From an optimization exercise on the open Yosys and OpenROAD flow, aimed at small area and a short achievable clock period; shortcuts taken in it are not production practice. The RTL was checked by simulation tests, not by an equivalence proof against the original design. Power is estimated from default activity; no workload was simulated.

==> branch cedar <==
// instruction_decode
module instruction_decode
   (
   input  logic        i_clk,
   input  logic        i_rst,
   input  logic        i_valid,
   input  logic [31:0] i_instruction,
   input  logic [31:0] i_pc,
   input  logic        i_regfile_we,
   input  logic [4:0]  i_regfile_addr,
   input  logic [31:0] i_regfile_data,
   input  logic        i_fwd_sel_a,
   input  logic        i_fwd_sel_b,
   input  logic [31:0] i_fwd_data_a,
   input  logic [31:0] i_fwd_data_b,
   output logic [6:0]  o_ex_ctrl,
   output logic [4:0]  o_mem_ctrl,
   output logic [7:0]  o_wb_ctrl,
   output logic [31:0] o_a,
   output logic [31:0] o_b,
   output logic [31:0] o_pc,
   output logic [15:0] o_imm,
   output logic [4:0]  o_shamt,
   output logic        o_nop,
   output logic        o_rtype,
   output logic        o_store,
   output logic        o_branch,
   output logic        o_branch_taken,
   output logic        o_jump_reg,
   output logic [31:0] o_jump_reg_addr,
   output logic        o_jump_imm,
   output logic [25:0] o_jump_index,
   output logic        o_halt
   );
   localparam int N = decode_pkg::REG_COUNT;
   localparam int W = decode_pkg::WORD_W;
   decode_pkg::opcode_t   opcode;
   decode_pkg::reg_addr_t rs;
   decode_pkg::reg_addr_t rt;
   decode_pkg::reg_addr_t rd;
   decode_pkg::shamt_t    shamt;
   decode_pkg::func_t     func;
   decode_pkg::imm_t      imm;
   logic       advance;
   logic       we;
   decode_pkg::ex_ctrl_t   ex;
   decode_pkg::mem_ctrl_t  mem;
   decode_pkg::wb_ctrl_t   wb;
   decode_pkg::dec_flags_t flags;
   decode_pkg::word_t      rdata_a;
   decode_pkg::word_t      rdata_b;
   logic       redirect;
   assign opcode       = i_instruction[31:26];
   assign rs           = i_instruction[25:21];
   assign rt           = i_instruction[20:16];
   assign rd           = i_instruction[15:11];
   assign shamt        = i_instruction[10:6];
   assign func         = i_instruction[5:0];
   assign imm          = i_instruction[15:0];
   assign o_jump_index = i_instruction[25:0];
   assign advance = i_valid && (opcode != decode_pkg::OP_HLT);
   assign o_halt  = i_valid && (opcode == decode_pkg::OP_HLT);
  ...
export LEC_CHECK = 0
export CAP_MARGIN = 20
export CELL_PAD_IN_SITES_DETAIL_PLACEMENT = 1
export CELL_PAD_IN_SITES_GLOBAL_PLACEMENT = 1
export CORE_MARGIN = 2
export CORE_UTILIZATION = 45
export CTS_BUF_LIST = sky130_fd_sc_hd__clkbuf_8
export PLACE_DENSITY = 0.6
export SETUP_SLACK_MARGIN = 5
export SLEW_MARGIN = 20
export SYNTH_HIERARCHICAL = 1
export SYNTH_MINIMUM_KEEP_SIZE = 0
export TNS_END_PERCENT = 10
create_clock -name core_clock -period 18.0 [get_ports {i_clk}]
standard.sh (not shown) runs the stock make flow with config.mk's settings and CLKGATE_MAP_FILE= SYNTH_SCRIPT=/design/flow/synth_recipe.tcl, a recipe that flattens the netlist after the stock synthesis.
==> flow/flow/run.sh <==
#!/bin/bash
# Standard ORFS layout, with plain buffers on the ports, a larger setup
# margin for the resizer so that repair_timing keeps shortening the
# input-to-output paths past zero slack, and an extra antenna repair with
# margin after global routing.
set -euo pipefail
bash standard.sh SETUP_SLACK_MARGIN=9 \
  "BUFFER_PORTS_ARGS=-buffer_cell sky130_fd_sc_hd__buf_1" \
  "POST_GLOBAL_ROUTE_TCL=$PWD/flow/post_grt.tcl" \
  finish > flow_make.log 2>&1
==> flow/flow/post_grt.tcl <==
# After global routing: repair antennas again with a ratio margin, so that
# fewer violations are left for the detailed router's repair-and-reroute loop.
repair_antennas -iterations 5 -ratio_margin 20
check_placement -verbose
write_guides $::env(RESULTS_DIR)/route.guide
==> branch onyx: changes against branch cedar <==
--- a/flow/design.v
+++ b/flow/design.v
@@ -221,107 +221,114 @@
    (
    input  logic [1:0] i_col,
    input  logic [1:0] i_sel,
    output logic       o_bit_n
    );
    assign o_bit_n = ~|(i_col & i_sel);
 endmodule
+module register_file_join
+   (
+   input  logic [10:0] i_grp_n,
+   output logic        o_bit_n
+   );
+   assign o_bit_n = &i_grp_n;
+endmodule
 `timescale 1ns/1ns
-module branch_ne_bit
+module branch_eq_bit
    (
-   input  logic i_a,
-   input  logic i_b,
+   input  logic i_a_n,
+   input  logic i_b_n,
    input  logic i_fwd_sel_a,
    input  logic i_fwd_sel_b,
-   input  logic i_fwd_a,
-   input  logic i_fwd_b,
-   output logic o_ne
+   input  logic i_fwd_a_n,
+   input  logic i_fwd_b_n,
+   output logic o_eq
    );
-   assign o_ne = (i_fwd_sel_a ? i_fwd_a : i_a) ^ (i_fwd_sel_b ? i_fwd_b : i_b);
+   assign o_eq = ~(i_fwd_sel_a ? i_fwd_a_n : i_a_n) ~^ ~(i_fwd_sel_b ? i_fwd_b_n : i_b_n);
 endmodule
-module branch_eq4
-   (
-   input  logic [3:0] i_ne,
-   output logic       o_eq
-   );
-   assign o_eq = ~|i_ne;
-endmodule
-module branch_ne16
+module branch_ne4
    (
    input  logic [3:0] i_eq,
    output logic       o_ne
    );
    assign o_ne = ~&i_eq;
 endmodule
+module branch_eq8
+   (
+   input  logic [1:0] i_ne,
+   output logic       o_eq
+   );
+   assign o_eq = ~|i_ne;
+endmodule
 module branch_pick
    (
-   input  logic [1:0] i_ne16,
+   input  logic [3:0] i_eq8,
    input  logic       i_take_eq,
    input  logic       i_take_ne,
    output logic       o_taken
    );
-   assign o_taken = (i_ne16 != 2'b00) ? i_take_ne : i_take_eq;
+   assign o_taken = (i_take_eq && (&i_eq8)) || (i_take_ne && !(&i_eq8));
 endmodule
 module branch_resolve
    (
-   input  decode_pkg::word_t      i_rdata_a,
-   input  decode_pkg::word_t      i_rdata_b,
+   input  decode_pkg::word_t      i_rdata_a_n,
+   input  decode_pkg::word_t      i_rdata_b_n,
    input  logic       i_fwd_sel_a,
    input  logic       i_fwd_sel_b,
    input  decode_pkg::word_t      i_fwd_data_a,
    input  decode_pkg::word_t      i_fwd_data_b,
    input  decode_pkg::dec_flags_t i_flags,
    output logic       o_branch_taken,
    output logic       o_jump_reg_taken,
    output logic       o_jump_imm_taken,
    output logic       o_redirect
    );
-   decode_pkg::word_t ne;
-   logic [7:0] eq4;
-   logic [1:0] ne16;
+   decode_pkg::word_t eq;
+   logic [7:0] ne4;
+   logic [3:0] eq8;
    logic  take_eq;
    logic  take_ne;
    for (genvar j = 0; j < decode_pkg::WORD_W; j++) begin : g_bit
-      branch_ne_bit u_bit (
-         .i_a         (i_rdata_a[j]),
-         .i_b         (i_rdata_b[j]),
+      branch_eq_bit u_bit (
+         .i_a_n       (i_rdata_a_n[j]),
+         .i_b_n       (i_rdata_b_n[j]),
          .i_fwd_sel_a (i_fwd_sel_a),
          .i_fwd_sel_b (i_fwd_sel_b),
-         .i_fwd_a     (i_fwd_data_a[j]),
-         .i_fwd_b     (i_fwd_data_b[j]),
-         .o_ne        (ne[j])
+         .i_fwd_a_n   (~i_fwd_data_a[j]),
+         .i_fwd_b_n   (~i_fwd_data_b[j]),
+         .o_eq        (eq[j])
       );
    end
-   for (genvar g = 0; g < 8; g++) begin : g_eq4
-      branch_eq4 u_eq4 (.i_ne(ne[4*g +: 4]), .o_eq(eq4[g]));
+   for (genvar g = 0; g < 8; g++) begin : g_ne4
+      branch_ne4 u_ne4 (.i_eq(eq[4*g +: 4]), .o_ne(ne4[g]));
    end
-   for (genvar h = 0; h < 2; h++) begin : g_ne16
-      branch_ne16 u_ne16 (.i_eq(eq4[4*h +: 4]), .o_ne(ne16[h]));
+   for (genvar h = 0; h < 4; h++) begin : g_eq8
+      branch_eq8 u_eq8 (.i_ne(ne4[2*h +: 2]), .o_eq(eq8[h]));
    end
    assign take_eq = i_flags.is_branch && !i_flags.branch_ne;
    assign take_ne = i_flags.is_branch && i_flags.branch_ne;
    branch_pick u_pick (
-      .i_ne16    (ne16),
+      .i_eq8     (eq8),
       .i_take_eq (take_eq),
       .i_take_ne (take_ne),
       .o_taken   (o_branch_taken)
    );
    assign o_jump_reg_taken = i_flags.jump_reg;
    assign o_jump_imm_taken = i_flags.jump_imm;
    assign o_redirect = o_branch_taken | o_jump_reg_taken | o_jump_imm_taken;
 endmodule
 `timescale 1ns/1ns
 module id_ex_latch
    (
    input  logic              i_hit,
    input  decode_pkg::word_t i_wdata,
-   input  decode_pkg::word_t i_rdata,
+   input  decode_pkg::word_t i_rdata_n,
    output decode_pkg::word_t o_data
    );
-   assign o_data = i_hit ? i_wdata : i_rdata;
+   assign o_data = i_hit ? i_wdata : ~i_rdata_n;
 endmodule
 `timescale 1ns/1ns
 module instruction_decode
    (
    input  logic        i_clk,
    input  logic        i_rst,
    input  logic        i_valid,
@@ -394,16 +401,16 @@
       .o_rtype  (o_rtype)
    );
    decode_pkg::word_t regs [N];
    decode_pkg::word_t wdata;
    logic [N-1:0] row_en;
    logic [N-1:0] sel_a;
    logic [N-1:0] sel_b;
-   decode_pkg::word_t rd_a;
-   decode_pkg::word_t rd_b;
+   decode_pkg::word_t rd_a_n;
+   decode_pkg::word_t rd_b_n;
    logic hit_a;
    logic hit_b;
    logic alt_sel_a;
    logic alt_sel_b;
    decode_pkg::word_t alt_a;
    decode_pkg::word_t alt_b;
    assign wdata = i_rst ? '0 : i_regfile_data;
@@ -432,28 +439,28 @@
       logic [10:0] grp_b_n;
       for (genvar g = 0; g < 10; g++) begin : g_grp
          register_file u_rd_a (.i_col(col[3*g +: 3]), .i_sel(sel_a[3*g +: 3]), .o_bit_n(grp_a_n[g]));
          register_file u_rd_b (.i_col(col[3*g +: 3]), .i_sel(sel_b[3*g +: 3]), .o_bit_n(grp_b_n[g]));
       end
       register_file_pair u_rd_a_hi (.i_col(col[31:30]), .i_sel(sel_a[31:30]), .o_bit_n(grp_a_n[10]));
       register_file_pair u_rd_b_hi (.i_col(col[31:30]), .i_sel(sel_b[31:30]), .o_bit_n(grp_b_n[10]));
-      assign rd_a[j] = ~&grp_a_n;
-      assign rd_b[j] = ~&grp_b_n;
+      register_file_join u_join_a (.i_grp_n(grp_a_n), .o_bit_n(rd_a_n[j]));
+      register_file_join u_join_b (.i_grp_n(grp_b_n), .o_bit_n(rd_b_n[j]));
    end
    assign hit_a = we && (i_regfile_addr == rs);
    assign hit_b = we && (i_regfile_addr == rt);
-   id_ex_latch u_byp_a (.i_hit(hit_a), .i_wdata(wdata), .i_rdata(rd_a), .o_data(rdata_a));
-   id_ex_latch u_byp_b (.i_hit(hit_b), .i_wdata(wdata), .i_rdata(rd_b), .o_data(rdata_b));
+   id_ex_latch u_byp_a (.i_hit(hit_a), .i_wdata(wdata), .i_rdata_n(rd_a_n), .o_data(rdata_a));
+   id_ex_latch u_byp_b (.i_hit(hit_b), .i_wdata(wdata), .i_rdata_n(rd_b_n), .o_data(rdata_b));
    assign alt_sel_a = i_fwd_sel_a || hit_a;
    assign alt_sel_b = i_fwd_sel_b || hit_b;
    assign alt_a     = i_fwd_sel_a ? i_fwd_data_a : i_regfile_data;
    assign alt_b     = i_fwd_sel_b ? i_fwd_data_b : i_regfile_data;
    branch_resolve u_branch (
-      .i_rdata_a        (rd_a),
-      .i_rdata_b        (rd_b),
+      .i_rdata_a_n      (rd_a_n),
+      .i_rdata_b_n      (rd_b_n),
       .i_fwd_sel_a      (alt_sel_a),
       .i_fwd_sel_b      (alt_sel_b),
       .i_fwd_data_a     (alt_a),
       .i_fwd_data_b     (alt_b),
       .i_flags          (flags),
       .o_branch_taken   (o_branch_taken),
       .o_jump_reg_taken (o_jump_reg),
- CAP_MARGIN: 20 -> 10
- CTS_CLUSTER_DIAMETER: not set -> 60
- CTS_CLUSTER_SIZE: not set -> 16
- SLEW_MARGIN: 20 -> 10
==> branch yarrow: changes against branch cedar <==
--- a/flow/design.v
+++ b/flow/design.v
@@ -221,107 +221,114 @@
    (
    input  logic [1:0] i_col,
    input  logic [1:0] i_sel,
    output logic       o_bit_n
    );
    assign o_bit_n = ~|(i_col & i_sel);
 endmodule
+module register_file_join
+   (
+   input  logic [10:0] i_grp_n,
+   output logic        o_bit_n
+   );
+   assign o_bit_n = &i_grp_n;
+endmodule
 `timescale 1ns/1ns
-module branch_ne_bit
+module branch_eq_bit
    (
-   input  logic i_a,
-   input  logic i_b,
+   input  logic i_a_n,
+   input  logic i_b_n,
    input  logic i_fwd_sel_a,
    input  logic i_fwd_sel_b,
-   input  logic i_fwd_a,
-   input  logic i_fwd_b,
-   output logic o_ne
+   input  logic i_fwd_a_n,
+   input  logic i_fwd_b_n,
+   output logic o_eq
    );
-   assign o_ne = (i_fwd_sel_a ? i_fwd_a : i_a) ^ (i_fwd_sel_b ? i_fwd_b : i_b);
+   assign o_eq = ~(i_fwd_sel_a ? i_fwd_a_n : i_a_n) ~^ ~(i_fwd_sel_b ? i_fwd_b_n : i_b_n);
 endmodule
-module branch_eq4
-   (
-   input  logic [3:0] i_ne,
-   output logic       o_eq
-   );
-   assign o_eq = ~|i_ne;
-endmodule
-module branch_ne16
+module branch_ne4
    (
    input  logic [3:0] i_eq,
    output logic       o_ne
    );
    assign o_ne = ~&i_eq;
 endmodule
+module branch_eq8
+   (
+   input  logic [1:0] i_ne,
+   output logic       o_eq
+   );
+   assign o_eq = ~|i_ne;
+endmodule
 module branch_pick
    (
-   input  logic [1:0] i_ne16,
+   input  logic [3:0] i_eq8,
    input  logic       i_take_eq,
    input  logic       i_take_ne,
    output logic       o_taken
    );
-   assign o_taken = (i_ne16 != 2'b00) ? i_take_ne : i_take_eq;
+   assign o_taken = (i_take_eq && (&i_eq8)) || (i_take_ne && !(&i_eq8));
 endmodule
 module branch_resolve
    (
-   input  decode_pkg::word_t      i_rdata_a,
-   input  decode_pkg::word_t      i_rdata_b,
+   input  decode_pkg::word_t      i_rdata_a_n,
+   input  decode_pkg::word_t      i_rdata_b_n,
    input  logic       i_fwd_sel_a,
    input  logic       i_fwd_sel_b,
    input  decode_pkg::word_t      i_fwd_data_a,
    input  decode_pkg::word_t      i_fwd_data_b,
    input  decode_pkg::dec_flags_t i_flags,
    output logic       o_branch_taken,
    output logic       o_jump_reg_taken,
    output logic       o_jump_imm_taken,
    output logic       o_redirect
    );
-   decode_pkg::word_t ne;
-   logic [7:0] eq4;
-   logic [1:0] ne16;
+   decode_pkg::word_t eq;
+   logic [7:0] ne4;
+   logic [3:0] eq8;
    logic  take_eq;
    logic  take_ne;
    for (genvar j = 0; j < decode_pkg::WORD_W; j++) begin : g_bit
-      branch_ne_bit u_bit (
-         .i_a         (i_rdata_a[j]),
-         .i_b         (i_rdata_b[j]),
+      branch_eq_bit u_bit (
+         .i_a_n       (i_rdata_a_n[j]),
+         .i_b_n       (i_rdata_b_n[j]),
          .i_fwd_sel_a (i_fwd_sel_a),
          .i_fwd_sel_b (i_fwd_sel_b),
-         .i_fwd_a     (i_fwd_data_a[j]),
-         .i_fwd_b     (i_fwd_data_b[j]),
-         .o_ne        (ne[j])
+         .i_fwd_a_n   (~i_fwd_data_a[j]),
+         .i_fwd_b_n   (~i_fwd_data_b[j]),
+         .o_eq        (eq[j])
       );
    end
-   for (genvar g = 0; g < 8; g++) begin : g_eq4
-      branch_eq4 u_eq4 (.i_ne(ne[4*g +: 4]), .o_eq(eq4[g]));
+   for (genvar g = 0; g < 8; g++) begin : g_ne4
+      branch_ne4 u_ne4 (.i_eq(eq[4*g +: 4]), .o_ne(ne4[g]));
    end
-   for (genvar h = 0; h < 2; h++) begin : g_ne16
-      branch_ne16 u_ne16 (.i_eq(eq4[4*h +: 4]), .o_ne(ne16[h]));
+   for (genvar h = 0; h < 4; h++) begin : g_eq8
+      branch_eq8 u_eq8 (.i_ne(ne4[2*h +: 2]), .o_eq(eq8[h]));
    end
    assign take_eq = i_flags.is_branch && !i_flags.branch_ne;
    assign take_ne = i_flags.is_branch && i_flags.branch_ne;
    branch_pick u_pick (
-      .i_ne16    (ne16),
+      .i_eq8     (eq8),
       .i_take_eq (take_eq),
       .i_take_ne (take_ne),
       .o_taken   (o_branch_taken)
    );
    assign o_jump_reg_taken = i_flags.jump_reg;
    assign o_jump_imm_taken = i_flags.jump_imm;
    assign o_redirect = o_branch_taken | o_jump_reg_taken | o_jump_imm_taken;
 endmodule
 `timescale 1ns/1ns
 module id_ex_latch
    (
    input  logic              i_hit,
    input  decode_pkg::word_t i_wdata,
-   input  decode_pkg::word_t i_rdata,
+   input  decode_pkg::word_t i_rdata_n,
    output decode_pkg::word_t o_data
    );
-   assign o_data = i_hit ? i_wdata : i_rdata;
+   assign o_data = i_hit ? i_wdata : ~i_rdata_n;
 endmodule
 `timescale 1ns/1ns
 module instruction_decode
    (
    input  logic        i_clk,
    input  logic        i_rst,
    input  logic        i_valid,
@@ -394,16 +401,16 @@
       .o_rtype  (o_rtype)
    );
    decode_pkg::word_t regs [N];
    decode_pkg::word_t wdata;
    logic [N-1:0] row_en;
    logic [N-1:0] sel_a;
    logic [N-1:0] sel_b;
-   decode_pkg::word_t rd_a;
-   decode_pkg::word_t rd_b;
+   decode_pkg::word_t rd_a_n;
+   decode_pkg::word_t rd_b_n;
    logic hit_a;
    logic hit_b;
    logic alt_sel_a;
    logic alt_sel_b;
    decode_pkg::word_t alt_a;
    decode_pkg::word_t alt_b;
    assign wdata = i_rst ? '0 : i_regfile_data;
@@ -432,28 +439,28 @@
       logic [10:0] grp_b_n;
       for (genvar g = 0; g < 10; g++) begin : g_grp
          register_file u_rd_a (.i_col(col[3*g +: 3]), .i_sel(sel_a[3*g +: 3]), .o_bit_n(grp_a_n[g]));
          register_file u_rd_b (.i_col(col[3*g +: 3]), .i_sel(sel_b[3*g +: 3]), .o_bit_n(grp_b_n[g]));
       end
       register_file_pair u_rd_a_hi (.i_col(col[31:30]), .i_sel(sel_a[31:30]), .o_bit_n(grp_a_n[10]));
       register_file_pair u_rd_b_hi (.i_col(col[31:30]), .i_sel(sel_b[31:30]), .o_bit_n(grp_b_n[10]));
-      assign rd_a[j] = ~&grp_a_n;
-      assign rd_b[j] = ~&grp_b_n;
+      register_file_join u_join_a (.i_grp_n(grp_a_n), .o_bit_n(rd_a_n[j]));
+      register_file_join u_join_b (.i_grp_n(grp_b_n), .o_bit_n(rd_b_n[j]));
    end
    assign hit_a = we && (i_regfile_addr == rs);
    assign hit_b = we && (i_regfile_addr == rt);
-   id_ex_latch u_byp_a (.i_hit(hit_a), .i_wdata(wdata), .i_rdata(rd_a), .o_data(rdata_a));
-   id_ex_latch u_byp_b (.i_hit(hit_b), .i_wdata(wdata), .i_rdata(rd_b), .o_data(rdata_b));
+   id_ex_latch u_byp_a (.i_hit(hit_a), .i_wdata(wdata), .i_rdata_n(rd_a_n), .o_data(rdata_a));
+   id_ex_latch u_byp_b (.i_hit(hit_b), .i_wdata(wdata), .i_rdata_n(rd_b_n), .o_data(rdata_b));
    assign alt_sel_a = i_fwd_sel_a || hit_a;
    assign alt_sel_b = i_fwd_sel_b || hit_b;
    assign alt_a     = i_fwd_sel_a ? i_fwd_data_a : i_regfile_data;
    assign alt_b     = i_fwd_sel_b ? i_fwd_data_b : i_regfile_data;
    branch_resolve u_branch (
-      .i_rdata_a        (rd_a),
-      .i_rdata_b        (rd_b),
+      .i_rdata_a_n      (rd_a_n),
+      .i_rdata_b_n      (rd_b_n),
       .i_fwd_sel_a      (alt_sel_a),
       .i_fwd_sel_b      (alt_sel_b),
       .i_fwd_data_a     (alt_a),
       .i_fwd_data_b     (alt_b),
       .i_flags          (flags),
       .o_branch_taken   (o_branch_taken),
       .o_jump_reg_taken (o_jump_reg),
==> run summary <==
metric                                                                           branch onyx             branch yarrow             branch cedar
WL per Instance                                                                     45.22 um                  43.38 um                 41.51 um
Register clock-pin slew on the reported worst setup and hold paths                   0.09 ns                   0.06 ns                  0.06 ns
Met1 Resource Use GR                                                                  0.5281                    0.5231                   0.4849
Clock network latency to the later pin of the worst-skew pair                        0.88 ns                   0.90 ns                  0.91 ns
Design area                                                                    0.05888 sq mm             0.05953 sq mm            0.06021 sq mm
Max-Slew Margin vs Limit                                                             0.09848                    0.2735                   0.2795
Placer congestion estimate                                                            0.9132                    0.9132                   0.8799
Nets in the synthesized netlist                                                         3270                      3270                     3133
Multi-input gate share of the layout cell area                                        0.2686                    0.2643                   0.2585
Final hold slack                                                                   0.4610 ns                 0.4560 ns                0.4578 ns
Detailed router's first-iteration violation count                                       9076                      9302                     9217
Outcome                                                              complete, no violations   complete, no violations  complete, no violations
Combinational group share of total power                                               0.114                     0.103                    0.106
Initial antenna violation count                                                            7                         4                       17
Total power consumption of the routed design                                        5.682 mW                  6.203 mW                 6.307 mW
Overall via count from detail_route                                                    40058                     40279                    39248
Critical path's slowest cell                                        sky130_fd_sc_hd__nand4_1  sky130_fd_sc_hd__xnor2_2  sky130_fd_sc_hd__nor4_4
Startpoint of the worst register-to-register path                                regs[12][8]              regs[12][15]             regs[12][14]
Synth Area in Simple Gates                                                           0.07406                   0.07406                  0.06377

## port drivers added, routing unchanged
The flow's constraints put no driver on any port. The routed layouts listed below were extracted and timed again, unchanged, in two steps. Step 1, drivers: a clkbuf_16 drives i_clk and a buf_2 each remaining input, both assumed. Step 2 times the ports against the registers' clock, not the clock port: input delays grow and output delays shrink by t, the midpoint of the rising clock arrivals with the driver on. Slacks: ideal / step 1 / step 2; pairs: ideal / step 1.
run | shift t [ns] | setup WS [ns] | hold slack, ns | worst setup path after step 2 | cell pins on the clock port's net
branch cedar | 0.954 | 6.707 / 6.677 / 5.767 | 0.458 / 0.458 / 0.458 | input to register | 1
branch onyx | 0.924 | 6.728 / 6.667 / 6.667 | 0.461 / 0.461 / 0.461 | input to output | 1
branch yarrow | 0.945 | 6.818 / 6.765 / 6.765 | 0.456 / 0.456 / 0.456 | input to output | 1
After both steps every run listed still meets setup and hold. The setup slack of branch cedar, which loses most, moves by -0.030 ns with the drivers and by -0.940 ns with both steps.
